Context: an optimization exercise on an open-source flow, tuned for small area, a short achievable clock period and few clock cycles per item. The choices shown serve that exercise and are no tape-out recipe. Where RTL was checked, it was by simulation tests only, not by an equivalence proof against the original. For run 1, only the layout was checked, not whether the RTL still works.

==> flow/design.v (outline; a module is shown in full before it is edited, if it fits) <==
// module complex_square_lane: 1011 lines
// module csq_final_r: 8 lines
// module csq_final_p: 8 lines
// module nch_complex_square: 83 lines
module nch_complex_square
#(
    parameter int WIDTH = 16,
    parameter int NCH   = 4,
    parameter int FRAC  = 14
) (
    input  logic                 clk,
    input  logic                 rst,
    input  logic [NCH*WIDTH-1:0] inReal,
    input  logic [NCH*WIDTH-1:0] inImag,
    input  logic                 inMode,
    input  logic                 inValid,
    output logic                 inReady,
    output logic [NCH*WIDTH-1:0] outReal,
    output logic [NCH*WIDTH-1:0] outImag,
    output logic                 outValid,
    input  logic                 outReady,
    output logic [NCH-1:0]       satFlag
);
  // ...
==> flow/run.sh <==
#!/bin/bash
# synth_recipe.tcl (not shown) runs the flow's synth.tcl, then flattens the netlist and writes it again
# the make line also repeats each setting of config.mk as NAME=value (left out here)
make -C /OpenROAD-flow-scripts/flow DESIGN_CONFIG=/design/flow/config.mk WORK_HOME=/design/flow/orfs CLKGATE_MAP_FILE= SYNTH_SCRIPT=/design/flow/synth_recipe.tcl finish
==> flow/config.mk <==
export PLATFORM = sky130hd
export DESIGN_NAME = nch_complex_square
export DESIGN_NICKNAME = nch_complex_square
export VERILOG_FILES = /design/flow/design.v
export SDC_FILE = /design/flow/constraint.sdc
export NUM_CORES = 4
export LEC_CHECK = 0
export CAP_MARGIN = 20
export CORE_MARGIN = 2
export CORE_UTILIZATION = 40
export SETUP_SLACK_MARGIN = 5.0
export SLEW_MARGIN = 20
==> flow/constraint.sdc <==
create_clock -name core_clock -period 9.0 [get_ports {clk}]
set_input_delay 1.8000 -clock core_clock [delete_from_list [all_inputs] [get_ports {clk}]]
set_output_delay 1.8000 -clock core_clock [all_outputs]
set_load 0.01 [all_outputs]
==> impl.org, run 1 <==
** Synth
- Unique masters post-synth :: 87
- Measured against the total synthesized area, the mux share comes to 0.154%.
- Synthesized-area fraction occupied by adder cells :: 39.9%
- Dominant combinational cell family by area after synthesis :: adder cells

** Setup path
- The critical path is of the reg2reg type.
- CP most frequent cell :: fa_1

** STA
- Number of pins with negative max-slew slack in the final report :: 0
- Final setup violating endpoints :: 0

** Finish
- The finished layout holds 10500 standard cells, fillers aside.
- Compared with the post-synthesis result, the final layout area differs by 19.9%.
- Summing all multi-input logic gate instances after layout gives 53500 um2.
- Clock tree buffers and inverters occupy 2.94% of the routed design's cell area.
- The register with the most flip-flops in the layout has 188 of them.
- Largest registers :: s2R (188), s2P (180)
- Across the whole layout, multi-input logic makes up 57.1% of the cell area.
- Cell kind with the greatest summed area :: multi-input combinational cells

** Global route
- Global routing consumed, on the met2 layer, 35.6% of the routing resources.
- Global routing's busiest layer :: met2
- Global-route met1 utilization :: 28.4%

** Floorplan
- Number of placement rows :: 162
- Core Area :: 195000 um2

** Clock tree
- Clock Sinks :: 633
- The H-tree was split into 3 levels.

** Worst hold path
- Along the worst hold path, the cell count comes to 1.

** Outcome
- Status :: no timing/DRC/antenna violations

** Drt
- Detailed-route wire length on metal 1 :: 91600 um
==> module csq_final_r, before the edit <==
module csq_final_r (
    input  logic [46:0] bits,
    output logic [18:0] top
);
    logic [22:0] sum;
    assign sum = {bits[44], bits[42], bits[40], bits[38], bits[36], bits[34], bits[32], bits[30], bits[28], bits[26], bits[24], bits[22], bits[20], bits[18], bits[16], bits[14], bits[12], bits[10], bits[8], bits[6], bits[4], bits[2], bits[0]} + {bits[45], bits[43], bits[41], bits[39], bits[37], bits[35], bits[33], bits[31], bits[29], bits[27], bits[25], bits[23], bits[21], bits[19], bits[17], bits[15], bits[13], bits[11], bits[9], bits[7], bits[5], bits[3], bits[1]} + 23'(bits[46]);
    assign top = sum[22:4];
endmodule
==> module csq_final_p, before the edit <==
module csq_final_p (
    input  logic [45:0] bits,
    output logic [18:0] top
);
    logic [22:0] sum;
    assign sum = {bits[44], bits[42], bits[40], bits[38], bits[36], bits[34], bits[32], bits[30], bits[28], bits[26], bits[24], bits[22], bits[20], bits[18], bits[16], bits[14], bits[12], bits[10], bits[8], bits[6], bits[4], bits[2], bits[0]} + {1'b0, bits[43], bits[41], bits[39], bits[37], bits[35], bits[33], bits[31], bits[29], bits[27], bits[25], bits[23], bits[21], bits[19], bits[17], bits[15], bits[13], bits[11], bits[9], bits[7], bits[5], bits[3], bits[1]} + 23'(bits[45]);
    assign top = sum[22:4];
endmodule
==> run 2, diff against run 1 <==
--- a/flow/design.v
+++ b/flow/design.v
@@ -1,24 +1,24 @@
 package nch_csq_pkg;
     localparam logic MODE_SQUARE = 1'b0;
     localparam logic MODE_MAG2   = 1'b1;
-    localparam int   RBITS = 47;
-    localparam int   PBITS = 46;
+    localparam int   RBITS = 39;
+    localparam int   PBITS = 37;
 endpackage
 module complex_square_lane (
     input  logic [15:0] a,
     input  logic [15:0] b,
     input  logic        mode,
     output logic [nch_csq_pkg::RBITS-1:0] rBits,
     output logic [nch_csq_pkg::PBITS-1:0] pBits
 );
     logic        sub;
-    logic [10:0] rLow;
-    logic [9:0] pLow;
+    logic [14:0] rLow;
+    logic [13:0] pLow;
     logic bo0, bt0, bn0, bp0_0, bp0_1, bp0_2, bp0_3, bp0_4, bp0_5, bp0_6, bp0_7, bp0_8, bp0_9, bp0_10, bp0_11, bp0_12;
     logic bp0_13, bp0_14, bp0_15, bp0_16, bo1, bt1, bn1, bp1_0, bp1_1, bp1_2, bp1_3, bp1_4, bp1_5, bp1_6, bp1_7, bp1_8;
     logic bp1_9, bp1_10, bp1_11, bp1_12, bp1_13, bp1_14, bp1_15, bp1_16, bo2, bt2, bn2, bp2_0, bp2_1, bp2_2, bp2_3, bp2_4;
     logic bp2_5, bp2_6, bp2_7, bp2_8, bp2_9, bp2_10, bp2_11, bp2_12, bp2_13, bp2_14, bp2_15, bp2_16, bo3, bt3, bn3, bp3_0;
     logic bp3_1, bp3_2, bp3_3, bp3_4, bp3_5, bp3_6, bp3_7, bp3_8, bp3_9, bp3_10, bp3_11, bp3_12, bp3_13, bp3_14, bp3_15, bp3_16;
     logic bo4, bt4, bn4, bp4_0, bp4_1, bp4_2, bp4_3, bp4_4, bp4_5, bp4_6, bp4_7, bp4_8, bp4_9, bp4_10, bp4_11, bp4_12;
     logic bp4_13, bp4_14, bp4_15, bp4_16, bo5, bt5, bn5, bp5_0, bp5_1, bp5_2, bp5_3, bp5_4, bp5_5, bp5_6, bp5_7, bp5_8;
     logic bp5_9, bp5_10, bp5_11, bp5_12, bp5_13, bp5_14, bp5_15, bp5_16, bo6, bt6, bn6, bp6_0, bp6_1, bp6_2, bp6_3, bp6_4;
@@ -781,17 +781,17 @@
     assign r_121 = (qb_209 ^ sub) ^ r_57 ^ r_56;
     assign r_122 = ((qb_209 ^ sub) & r_57) | (r_56 & ((qb_209 ^ sub) ^ r_57));
     assign r_123 = (qb_211 ^ sub) ^ r_58 ^ r_59;
     assign r_124 = ((qb_211 ^ sub) & r_58) | (r_59 & ((qb_211 ^ sub) ^ r_58));
     assign r_125 = (1'b1 ^ sub) ^ r_61 ^ r_60;
     assign r_126 = ((1'b1 ^ sub) & r_61) | (r_60 & ((1'b1 ^ sub) ^ r_61));
     assign r_127 = (1'b1 ^ sub) ^ r_63 ^ r_62;
     assign r_128 = ((1'b1 ^ sub) & r_63) | (r_62 & ((1'b1 ^ sub) ^ r_63));
-    assign rLow = {1'b0, {r_80, r_78, r_76, r_74, r_72, r_70, r_68, r_67, r_66, r_65}} + {1'b0, {r_81, r_79, r_77, r_75, r_73, r_71, r_69, r_3, sub, (b[0] ^ sub)}};
+    assign rLow = {1'b0, {r_88, r_86, r_84, r_82, r_80, r_78, r_76, r_74, r_72, r_70, r_68, r_67, r_66, r_65}} + {1'b0, {r_89, r_87, r_85, r_83, r_81, r_79, r_77, r_75, r_73, r_71, r_69, r_3, sub, (b[0] ^ sub)}};
     assign p_1 = bn5 ^ bp0_10;
     assign p_2 = bn5 & bp0_10;
     assign p_3 = bp0_11 ^ bp1_9;
     assign p_4 = bp0_11 & bp1_9;
     assign p_5 = bn6 ^ bp0_12 ^ bp1_10;
     assign p_6 = (bn6 & bp0_12) | (bp1_10 & (bn6 ^ bp0_12));
     assign p_7 = bp2_8 ^ bp3_6;
     assign p_8 = bp2_8 & bp3_6;
@@ -1006,35 +1006,35 @@
     assign p_217 = p_120 ^ p_165 ^ p_164;
     assign p_218 = (p_120 & p_165) | (p_164 & (p_120 ^ p_165));
     assign p_219 = bp7_13 ^ p_167 ^ p_166;
     assign p_220 = (bp7_13 & p_167) | (p_166 & (bp7_13 ^ p_167));
     assign p_221 = ~bp6_16 ^ bp7_14 ^ p_168;
     assign p_222 = (~bp6_16 & bp7_14) | (p_168 & (~bp6_16 ^ bp7_14));
     assign p_223 = ~bp7_15;
     assign p_224 = bp7_15;
-    assign pLow = {1'b0, {p_180, p_178, p_176, p_174, p_172, p_170, p_169, bp0_1, bn0}} + {1'b0, {p_181, p_179, p_177, p_175, p_173, p_171, bp1_0, 1'b0, bp0_0}};
-    assign rBits = {rLow[10], r_127, r_126, r_125, r_124, r_123, r_122, r_121, r_120, r_119, r_118, r_117, r_116, r_115, r_114, r_113, r_112, r_111, r_110, r_109, r_108, r_107, r_106, r_105, r_104, r_103, r_102, r_101, r_100, r_99, r_98, r_97, r_96, r_95, r_94, r_93, r_92, r_91, r_90, r_89, r_88, r_87, r_86, r_85, r_84, r_83, r_82};
-    assign pBits = {pLow[9], 1'b1, ~bp7_16, p_224, p_223, p_222, p_221, p_220, p_219, p_218, p_217, p_216, p_215, p_214, p_213, p_212, p_211, p_210, p_209, p_208, p_207, p_206, p_205, p_204, p_203, p_202, p_201, p_200, p_199, p_198, p_197, p_196, p_195, p_194, p_193, p_192, p_191, p_190, p_189, p_188, p_187, p_186, p_185, p_184, p_183, p_182};
+    assign pLow = {1'b0, {p_188, p_186, p_184, p_182, p_180, p_178, p_176, p_174, p_172, p_170, p_169, bp0_1, bn0}} + {1'b0, {p_189, p_187, p_185, p_183, p_181, p_179, p_177, p_175, p_173, p_171, bp1_0, 1'b0, bp0_0}};
+    assign rBits = {rLow[14], r_127, r_126, r_125, r_124, r_123, r_122, r_121, r_120, r_119, r_118, r_117, r_116, r_115, r_114, r_113, r_112, r_111, r_110, r_109, r_108, r_107, r_106, r_105, r_104, r_103, r_102, r_101, r_100, r_99, r_98, r_97, r_96, r_95, r_94, r_93, r_92, r_91, r_90};
+    assign pBits = {pLow[13], ~bp7_16, p_224, p_223, p_222, p_221, p_220, p_219, p_218, p_217, p_216, p_215, p_214, p_213, p_212, p_211, p_210, p_209, p_208, p_207, p_206, p_205, p_204, p_203, p_202, p_201, p_200, p_199, p_198, p_197, p_196, p_195, p_194, p_193, p_192, p_191, p_190};
 endmodule
 module csq_final_r (
-    input  logic [46:0] bits,
+    input  logic [38:0] bits,
     output logic [18:0] top
 );
-    logic [22:0] sum;
-    assign sum = {bits[44], bits[42], bits[40], bits[38], bits[36], bits[34], bits[32], bits[30], bits[28], bits[26], bits[24], bits[22], bits[20], bits[18], bits[16], bits[14], bits[12], bits[10], bits[8], bits[6], bits[4], bits[2], bits[0]} + {bits[45], bits[43], bits[41], bits[39], bits[37], bits[35], bits[33], bits[31], bits[29], bits[27], bits[25], bits[23], bits[21], bits[19], bits[17], bits[15], bits[13], bits[11], bits[9], bits[7], bits[5], bits[3], bits[1]} + 23'(bits[46]);
-    assign top = sum[22:4];
+    logic [18:0] sum;
+    assign sum = {bits[36], bits[34], bits[32], bits[30], bits[28], bits[26], bits[24], bits[22], bits[20], bits[18], bits[16], bits[14], bits[12], bits[10], bits[8], bits[6], bits[4], bits[2], bits[0]} + {bits[37], bits[35], bits[33], bits[31], bits[29], bits[27], bits[25], bits[23], bits[21], bits[19], bits[17], bits[15], bits[13], bits[11], bits[9], bits[7], bits[5], bits[3], bits[1]} + 19'(bits[38]);
+    assign top = sum[18:0];
 endmodule
 module csq_final_p (
-    input  logic [45:0] bits,
+    input  logic [36:0] bits,
     output logic [18:0] top
 );
-    logic [22:0] sum;
-    assign sum = {bits[44], bits[42], bits[40], bits[38], bits[36], bits[34], bits[32], bits[30], bits[28], bits[26], bits[24], bits[22], bits[20], bits[18], bits[16], bits[14], bits[12], bits[10], bits[8], bits[6], bits[4], bits[2], bits[0]} + {1'b0, bits[43], bits[41], bits[39], bits[37], bits[35], bits[33], bits[31], bits[29], bits[27], bits[25], bits[23], bits[21], bits[19], bits[17], bits[15], bits[13], bits[11], bits[9], bits[7], bits[5], bits[3], bits[1]} + 23'(bits[45]);
-    assign top = sum[22:4];
+    logic [18:0] sum;
+    assign sum = {1'b1, bits[34], bits[32], bits[30], bits[28], bits[26], bits[24], bits[22], bits[20], bits[18], bits[16], bits[14], bits[12], bits[10], bits[8], bits[6], bits[4], bits[2], bits[0]} + {1'b0, bits[35], bits[33], bits[31], bits[29], bits[27], bits[25], bits[23], bits[21], bits[19], bits[17], bits[15], bits[13], bits[11], bits[9], bits[7], bits[5], bits[3], bits[1]} + 19'(bits[36]);
+    assign top = sum[18:0];
 endmodule
 module nch_complex_square
 #(
     parameter int WIDTH = 16,
     parameter int NCH   = 4,
     parameter int FRAC  = 14
 ) (
     input  logic                 clk,
==> flow/flow/run.sh (new file) <==
#!/bin/bash
# Layout flow: the standard layout, with one change to synthesis: the
# coarse-to-fine synth step runs without its quick ABC pass, so that
# extract_fa sees the design's full adders as written (the ABC pass rewrites
# their polarity and leaves inverters between adders). The final ABC mapping,
# the flip-flop mapping and every later step are the standard ones.
set -euo pipefail
work=$(pwd)
# The synthesis script: the standard flow's own, with its synth wrapper adding -noabc to
# the "fine:" run only.
sed '1s/.*/proc synth {args} { if {[lsearch -exact $args "fine:"] >= 0} { yosys synth -nofsm -noshare -noabc {*}$args } else { yosys synth -nofsm -noshare {*}$args } }/' \
  "$work/synth_recipe.tcl" > "$work/noabc_synth.tcl"
grep -q 'noabc' "$work/noabc_synth.tcl"
sed "s#/synth_recipe.tcl#/noabc_synth.tcl#" "$work/standard.sh" > "$work/noabc_standard.sh"
grep -q 'noabc_synth.tcl' "$work/noabc_standard.sh"
bash "$work/noabc_standard.sh" finish > "$work/flow_make.log" 2>&1
==> flow/standard.sh (new file) <==
#!/bin/bash
# synth_recipe.tcl (not shown) runs the flow's synth.tcl, then flattens the netlist and writes it again
# the make line also repeats each setting of config.mk as NAME=value (left out here)
make -C /OpenROAD-flow-scripts/flow DESIGN_CONFIG=/design/flow/config.mk WORK_HOME=/design/flow/orfs CLKGATE_MAP_FILE= SYNTH_SCRIPT=/design/flow/synth_recipe.tcl "${@:-finish}"
==> flow/config.mk (replaced) <==
export PLATFORM = sky130hd
export DESIGN_NAME = nch_complex_square
export DESIGN_NICKNAME = nch_complex_square
export VERILOG_FILES = /design/flow/design.v
export SDC_FILE = /design/flow/constraint.sdc
export NUM_CORES = 4
export LEC_CHECK = 0
export CAP_MARGIN = 20
export CORE_MARGIN = 2
export CORE_UTILIZATION = 40
export CTS_BUF_LIST = sky130_fd_sc_hd__clkbuf_8
export SETUP_SLACK_MARGIN = 5.0
export SLEW_MARGIN = 20
removed: flow/run.sh
==> run 2 against run 1 <==
Flip-flop and latch count fell by 64; critical endpoint is now s2R[77]; hold slack better by 0.020 ns; global-route usage is 0.72 points higher; still clean on timing, DRC and antenna; setup slack lost 0.17 ns; maximum frequency fell by 4.1%; via count down 3.7%; highest routed layer unchanged.
==> impl.org, run 2 <==
** Outcome
- Status :: no timing/DRC/antenna violations (unchanged)

** STA
- The sum of negative setup slack came to 0 ns (unchanged).
- Layout Skew :: 0.0684 ns (was 0.0341 ns)
- The upper clock frequency limit was 236 MHz (was 246 MHz).
- The final period utilization was 47.1% (was 45.1%).
- Hold slack final :: 0.472 ns (was 0.452 ns)
- Hold violation count in the final report :: 0 (unchanged)
- RSZ-0062 raised after global routing :: yes (unchanged)
- Slew @ Worst Pin :: 1.11 ns (was 0.955 ns)
- The max-slew violation total from the final report came to 0 (unchanged).
- Final setup violating endpoints :: 0 (unchanged)
- Slew margin rel. :: 26.3% (was 36.3%)
- The post-layout minimum cycle time came to 4.24 ns (was 4.06 ns).

** Finish
- The top register by number of flip-flops is s2R (unchanged).
- Synth-to-layout area growth :: 23.2% (was 19.9%)
- The net count reported at finish was 9162 (was 9798).
- The number of inserted filler cells in the final layout is 16500 (was 17600).
- Commonest cells after routing, fill and taps aside :: 969 x fa_1, 702 x and2_1, 617 x xnor2_1 (was 1160 x inv_1, 1088 x fa_1, 639 x nand2_1)
- The leading cell type in the layout, fill and taps excluded is fa_1 (was inv_1).
- Core utilization of the finished layout :: 49.4% (was 48.2%)
- Largest registers: s2R (156), s2P (148) (was s2R (188), s2P (180)).
- Proportion of layout cells with a drive suffix above 1 :: 19.4% (was 12.6%)
- The flip-flop count of the largest register, all copies and words added was 156 (was 188).

** Global route
- The residual overflow from global routing came to 0 (unchanged).
- The number of antenna violations at the first check in global routing is 6 (was 8).
- Global-route usage over all layers :: 21.9% (was 21.1%)
- The first-pass GRT wire length came to 328000 um (was 330000 um).
- Largest net degree at the start of global routing :: 134 (was 146)
- Via count of the first global-routing pass :: 57100 (was 58000)

** Synth
- Number of flops mapped to enable cells by yosys :: 566 (was 630)
- Unique masters post-synth :: 81 (was 87)
- The count of warnings emitted by yosys is 1 (unchanged).
- The share of the synthesized area in the top cell type came to 32.4% (was 30.6%).
- Post-Synthesis Net Count :: 8601 (was 9327)
- The gate count of the mapped netlist was 6664 (was 7418).
- Synthesized-area fraction occupied by adder cells :: 42.2% (was 39.9%)
- Synth Area in Compound Gates :: 10.2% (was 9.28%)
- The mean instance size in the synthesized netlist was 11.3 um2 (was 10.5 um2).
- Most frequent cell after synthesis :: fa_1 (unchanged)
- The portion of netlist area occupied by mux cells is 0.123% (was 0.154%).
- The leading register cell type out of synthesis was edfxtp_1 (unchanged).
- Most area-consuming cells after synthesis: fa_1 32%, edfxtp_1 23%, ha_1 9.8% (was fa_1 31%, edfxtp_1 24%, ha_1 9.3%).
- Dominant combinational cell family by area after synthesis :: adder cells (unchanged)
- The simple logic cell fraction of the synthesized area was 10.1% (was 8.08%).
- Share of the synthesized netlist area taken by xor and xnor gates :: 10.2% (was 10.1%)
- The share of flip-flops with an asynchronous set or reset after synthesis came to 0.527% (was 0.474%).
- The fraction of the yosys area taken by sequential cells is 22.7% (was 24.3%).
- The post-synth design cell area came to 75100 um2 (was 78100 um2).
- Commonest cells post-synth :: 1216 x fa_1, 741 x and2_1, 691 x xnor2_1, 588 x ha_1, 566 x edfxtp_1 (was 1196 x fa_1, 1194 x inv_1, 643 x nand2_1, 630 x edfxtp_1, 580 x ha_1)
- The library cell occupying the most area in the post-synthesis netlist is fa_1 (unchanged).
- The synthesis-stage register bit count was 569 (was 633).

** Floorplan
- IO Count :: 267 (unchanged)
- Starting Density :: 40.1% (was 40.2%)
- Die height :: 437 um (was 446 um)
- Core Area :: 187000 um2 (was 195000 um2)
- Number of placement rows :: 159 (was 162)
- Die Span X :: 437 um (was 446 um)
- Area of the die :: 191000 um2 (was 199000 um2)

** Drt
- The average detailed-routed wire length per instance came to 21.8 um (was 20.8 um).
- Length of the first detailed-routing pass in iterations :: 6 (was 8)
- Per-cell via count in the routed design :: 5.43 (was 5.27)
- Remaining DRCs :: 0 (unchanged)
- Detailed router's first-iteration violation count :: 3929 (was 4353)
- The final wirelength came to 214000 um (was 219000 um).
- Vias :: 53300 (was 55300)
- Remaining antenna violation count after routing :: 0 (unchanged)

** Clock tree
- The total of hold buffers inserted after clock tree synthesis came to 0 (unchanged).
- The root buffer selected by CTS was clkbuf_8 (was clkbuf_16).
- The number of levels the H-tree was split into came to 3 (unchanged).
- Clock buffers created by TritonCTS :: 109 (was 85)
- The maximum buffer depth of the clock tree was 3 (unchanged).
- Later-pin clock latency in the skew report :: 0.90 ns (was 0.72 ns)
- The sink count of the clock tree was 569 (was 633).
- Clock-pin slew of the registers on the worst-case setup and hold paths :: 0.06 ns (about the same)
- The clock tree from TritonCTS is done (unchanged).

** Setup path
- The maximum fanout count along the critical path was 6 (was 23).
- The type of element launching the critical path was a flop (unchanged).
- The required time of the critical path was 9.68 ns (was 9.48 ns).
- Critical Path AT :: 4.92 ns (was 4.54 ns)
- The path type of the worst setup path is reg2reg (unchanged).
- Nature of the critical path endpoint :: flop (unchanged)

** Run
- The count of max-cap constraint violations was 0 (unchanged).

** Place
- Weighted congestion reported at the end of routability-driven placement :: 0.829 (was 0.815)
- The detailed placement HPWL was 132000 um (was 138000 um).
- Port Buffers :: 266 (unchanged)

** Worst hold path
- Class of the tightest hold or removal check :: reg2reg (unchanged)
run 2: logic make-up after synthesis:
logic type	count (synthesis)
fa+ha+maj	1804
simple gates	1404
compound gates	1126
buf+inv	877
xor+xnor	875
flops	569
mux	9
run 2: worst paths after layout:
kind,to,slack [ns],startpoint,depth (start not counted)
min in group asynchronous,outValid,1.14,rst,2
setup reg to reg,s2R[77],4.76,s1Real[24],11
setup / recovery,s2R[77],4.76,s1Real[24],11
max in group asynchronous,outValid,7.71,rst,2
hold / removal,outValid,0.47,s2Valid,1
hold reg to reg,outValid,0.47,s2Valid,1
run 2: area by class of cell:
cell class,count,area (um2),share of cell area (%)
diodes,8,20.0,0.0216
clock buffers,110,1510,1.64
well taps,2495,3120,3.37
clock inverters,91,591,0.638
multi-input cells,5219,57100,61.7
inverters,376,1470,1.59
repair buffers,950,11600,12.6
flip-flops and latches,569,17100,18.5
run 2: metrics by stage:
| step | setup slack [ns] | std cells | area [um2] |
|---|---|---|---|
| final | 4.76 | 9818 | 92500 |
| after global routing | 4.68 | 9814 | 92500 |
| after detailed placement | 3.42 | 9066 | 80300 |
| after global placement | 3.41 | 9066 | 80300 |
| after floorplan | 1.50 | 6664 | 76300 |
| after CTS | 4.75 | 9630 | 88900 |
run 2: what timing repair did:
action	CTS	global route
buffers inserted	306	146
gates resized for setup	534	393
pin swaps	242	356
endpoints found under the setup margin	364	244
cloned	57	34
run 2: routing by layer:
layer  routed length [um]  GRT usage [%]
met3                13000           2.93
met5                   26              0
met4                 8350           8.26
met2               105000           36.8
met1                88300           28.7
run 2: worst max-delay path, stage by stage (launching register included):
cell and delay, ns:
edfxtp_1 0.43, buf_12 0.16, and2_4 0.15, fa_2 0.36, fa_1 0.54, fa_1 0.44
fa_1 0.54, fa_1 0.45, ha_4 0.30, nand2_2 0.06, or3_4 0.38, a32oi_2 0.24
Testbench counts of run 2, summed over its fixed seeds: cycles 12,024, items 12,000.
==> run 3, diff against run 2 <==
--- a/flow/config.mk
+++ b/flow/config.mk
@@ -8,6 +8,5 @@
 export CAP_MARGIN = 20
 export CORE_MARGIN = 2
 export CORE_UTILIZATION = 40
-export CTS_BUF_LIST = sky130_fd_sc_hd__clkbuf_8
 export SETUP_SLACK_MARGIN = 5.0
 export SLEW_MARGIN = 20
==> run 3 against run 2 <==
Still clean; first-iteration DRC count is 0.97% lower; via count shrank 0.61%; maximum frequency decreased by 0.39%; count of clock-buffer cells in the layout fell by 22; area after synthesis stayed put; sequential share of layout area is essentially flat; register-to-register slack worse by 0.02 ns; hold slack gained 0.011 ns; setup slack worse by 0.017 ns; critical path type unchanged; critical endpoint unchanged; highest routed layer unchanged.
==> impl.org, run 3 <==
** Synth
- Most frequent cell after synthesis :: fa_1 (unchanged)
- The mean instance size in the synthesized netlist was 11.3 um2 (unchanged).
- Post-Synthesis Net Count :: 8601 (unchanged)
- Unique masters post-synth :: 81 (unchanged)
- Most instantiated flip-flop cell in the synthesis netlist :: edfxtp_1 (unchanged)
- Post-synth top area cell :: fa_1 (unchanged)
- Number of flops mapped to enable cells by yosys :: 566 (unchanged)
- Commonest cells post-synth: 1216 x fa_1, 741 x and2_1, 691 x xnor2_1, 588 x ha_1, 566 x edfxtp_1 (unchanged).
- Synth Cell Area :: 75100 um2 (unchanged)
- Most area-consuming cells after synthesis: fa_1 32%, edfxtp_1 23%, ha_1 9.8% (unchanged).
- The gate count of the mapped netlist came to 6664 (unchanged).
- Yosys synthesis warning count :: 1 (unchanged)
- Top-area cell type share of the netlist area :: 32.4% (unchanged)
- The synthesis-stage register bit count is 569 (unchanged).
- The share of flip-flops with an asynchronous set or reset after synthesis was 0.527% (unchanged).
- Sequential fraction of the synthesis area :: 22.7% (unchanged)

** Clock tree
- The number of levels the H-tree was split into was 3 (unchanged).
- TritonCTS clock tree :: done (unchanged)
- The clock latency on the worst-skew pair was 0.72 ns (was 0.90 ns).
- The total of hold buffers inserted after clock tree synthesis is 0 (unchanged).
- The maximum buffer depth of the clock tree is 3 (unchanged).
- The sink count of the clock tree came to 569 (unchanged).
- The CTS buffer count was 74 (was 109).
- The post-CTS clock slew at the launch and capture registers of the worst setup and hold paths was 0.06 ns (about the same).
- The root buffer selected by CTS is clkbuf_16 (was clkbuf_8).

** Global route
- The residual overflow from global routing is 0 (unchanged).
- Via count of the first global-routing pass :: 56800 (was 57100)
- Global-route usage over all layers :: 21.9% (about the same)
- The maximum number of pins on one net before global-route repair is 134 (unchanged).
- Number of antenna violations at the first check in global routing :: 4 (was 6)
- The first-pass GRT wire length came to 327000 um (was 328000 um).

** STA
- The max-slew violation total from the final report was 0 (unchanged).
- Slew margin rel. :: 23.5% (was 26.3%)
- The slew at the pin closest to its max-slew limit came to 1.15 ns (was 1.11 ns).
- The final worst slack was 4.75 ns (was 4.76 ns).
- RSZ-0062 raised after global routing: yes (unchanged).
- Total negative setup slack :: 0 ns (unchanged)
- Final Critical Period :: 4.25 ns (was 4.24 ns)
- Peak clock frequency supported by timing :: 235 MHz (was 236 MHz)
- The final-report setup violation count is 0 (unchanged).
- The final period utilization came to 47.3% (was 47.1%).
- Layout Skew :: 0.0399 ns (was 0.0684 ns)
- Hold violation count in the final report :: 0 (unchanged)

** Place
- Weighted congestion reported at the end of routability-driven placement :: 0.829 (unchanged)
- The number of cells after detailed placement was 9066 (unchanged).
- Detailed placer's ending HPWL :: 132000 um (unchanged)
- The post-placement setup slack was 3.42 ns (unchanged).
- Port Buffers :: 266 (unchanged)

** Finish
- The net count reported at finish came to 9104 (was 9162).
- The fraction of layout instances using a drive strength above 1 is 19.0% (was 19.4%).
- The number of inserted filler cells in the final layout is 16400 (was 16500).
- The flip-flop count of the largest register, all copies and words added was 156 (unchanged).
- The signed area change from the synthesized netlist to the final layout is 23.2% (about the same).
- The top register by number of flip-flops is s2R (unchanged).
- The leading cell type in the layout, fill and taps excluded is fa_1 (unchanged).
- The antenna diode instance count came to 0 (was 8).
- The total area of multi-input combinational cells was 57100 um2 (about the same).
- The final cell count without fillers came to 9720 (was 9818).
- The sequential cell area in the final layout was 17100 um2 (about the same).
- Commonest cells after routing, fill and taps aside: 934 x fa_1, 702 x and2_1, 618 x xnor2_1 (was 969 x fa_1, 702 x and2_1, 617 x xnor2_1).
- Largest registers: s2R (156), s2P (148) (unchanged).

** Floorplan
- The width of the die is 437 um (unchanged).
- The core area came to 187000 um2 (unchanged).
- Number of placement rows :: 159 (unchanged)
- Die height :: 437 um (unchanged)
- The die outline area came to 191000 um2 (unchanged).
- IO Count :: 267 (unchanged)
- Starting Density :: 40.1% (unchanged)

** Setup path
- Buffers & Inverters on Critical Path :: 2 (was 1)
- The required time of the critical path came to 9.51 ns (was 9.68 ns).
- Critical path class :: reg2reg (unchanged)
- Critical Path AT :: 4.76 ns (was 4.92 ns)
- Nature of the critical path endpoint :: flop (unchanged)
- The most prevalent standard cell on the critical path is fa_1 (unchanged).
- Largest fanout on the critical path :: 6 (unchanged)
- Critical path's slowest cell :: fa_1 (unchanged)
- The delay contributed by the slowest stage of the critical path is 0.57 ns (was 0.54 ns).
- The type of element launching the critical path is a flop (unchanged).
- Kind of cell with the highest combined delay on the critical path :: adder cells (unchanged)
- Crit-path cells: buf_12, buf_4, and2_1, ha_1, fa_1, fa_1, fa_1, fa_1, ha_4, nand2_4, or3_4, a32oi_2 (was buf_12, and2_4, fa_2, fa_1, fa_1, fa_1, fa_1, ha_4, nand2_2, or3_4, a32oi_2).

** Worst hold path
- Class of the tightest hold or removal check :: reg2reg (unchanged)

** Drt
- The first-iteration detailed-routing DRC count came to 3891 (was 3929).
- Final WL :: 213000 um (was 214000 um)
- Average detailed-routed wire length per instance :: 21.9 um (was 21.8 um)
- Vias :: 53000 (was 53300)
- The number of detailed-routing iterations run before antenna repair came to 6 (unchanged).
- Remaining DRCs :: 0 (unchanged)
- The vias per cell is 5.45 (was 5.43).
- The remaining antenna violation count after routing is 0 (unchanged).

** Run
- The count of max-cap constraint violations came to 0 (unchanged).

** Outcome
- Status :: no timing/DRC/antenna violations (unchanged)
==> run 3: cell counts after synthesis <==
No cell type changed its count.
==> run 3: stage by stage <==
| stage | instance area (um2) | utilization, % | hold WS, ns |
|---|---|---|---|
| after floorplan | 76300 | - | 0.430 |
| after global placement | 80300 | 42.9 | 0.447 |
| after detailed placement | 80300 | 42.9 | 0.444 |
| after CTS | 89600 | 47.8 | 0.471 |
| after global routing | 92500 | 49.4 | 0.488 |
| final | 92500 | 49.4 | 0.483 |
==> run 3: logic make-up after synthesis <==
| group | share of synthesized area [%] |
|---|---|
| AND/OR/NAND/NOR | 10.1 |
| buffers and inverters | 4.43 |
| AO/OA/AOI/OAI | 10.2 |
| flip-flops | 22.7 |
| XOR/XNOR | 10.2 |
| adder cells (fa/ha/maj) | 42.2 |
| multiplexers | 0.123 |
==> run 3: metal layers <==
metal	part of all wire (%)	global-route usage, %	wire [um]
met3	6.0	2.85	12900
met2	48	36.5	102000
met1	41	28.6	87400
met5	0.0056	0	12
met4	4.6	9.35	9780
==> run 3: cell type report <==
type	count	share of cell area, %
multi-input combinational	5219	61.8
sequential	569	18.5
timing repair buffer	927	12.1
tap	2495	3.37
clock buffer	88	2.13
inverter	376	1.59
clock inverter	46	0.544
==> run 3: worst paths after layout <==
path / from / end / slack, ns / cells past startpoint
worst max-delay path: s1Real[17] / s2R[77] / 4.75 / 12
worst min-delay path: s2Valid / outValid / 0.48 / 1
worst max register to register: s1Real[17] / s2R[77] / 4.75 / 12
worst min register to register: s2Valid / outValid / 0.48 / 1
max in group asynchronous: rst / outValid / 7.58 / 2
min in group asynchronous: rst / outValid / 1.27 / 2
==> run 3: timing repair <==
item / 4_1_cts / 5_1_grt
gates cloned: 60 / 19
pin swaps: 272 / 368
resized for setup: 577 / 365
endpoints found under the setup margin: 434 / 301
setup buffers: 311 / 130
endpoints found under the hold margin: 0 / 0

==> afterwards: timing with drivers on the ports <==
Ports are ideal in the flow. The routed layouts listed here were re-timed in OpenROAD. Step 1 assumes that a clkbuf_16 drives the clock port and a buf_2 every other input. Step 2 also shifts input and output timing later by t, the mid clock arrival at the registers, as if the neighbouring blocks saw the same clock. Three values: ideal, step 1, step 2; two values: the first two.
run	t, ns	setup slack, ns	worst hold slack (ns)	worst register clock-pin slew, ns
run 1	0.792	4.937 / 4.937 / 4.450	0.452 / 0.452 / 0.452	0.07 / 0.07
run 2	0.940	4.763 / 4.763 / 4.357	0.472 / 0.472 / 0.472	0.07 / 0.07
run 3	0.784	4.746 / 4.746 / 4.475	0.483 / 0.483 / 0.483	0.07 / 0.07
After both steps every run listed still meets setup and hold. The setup slack of run 1, which loses most, moves by 0.000 ns with the drivers and by -0.487 ns with both steps.
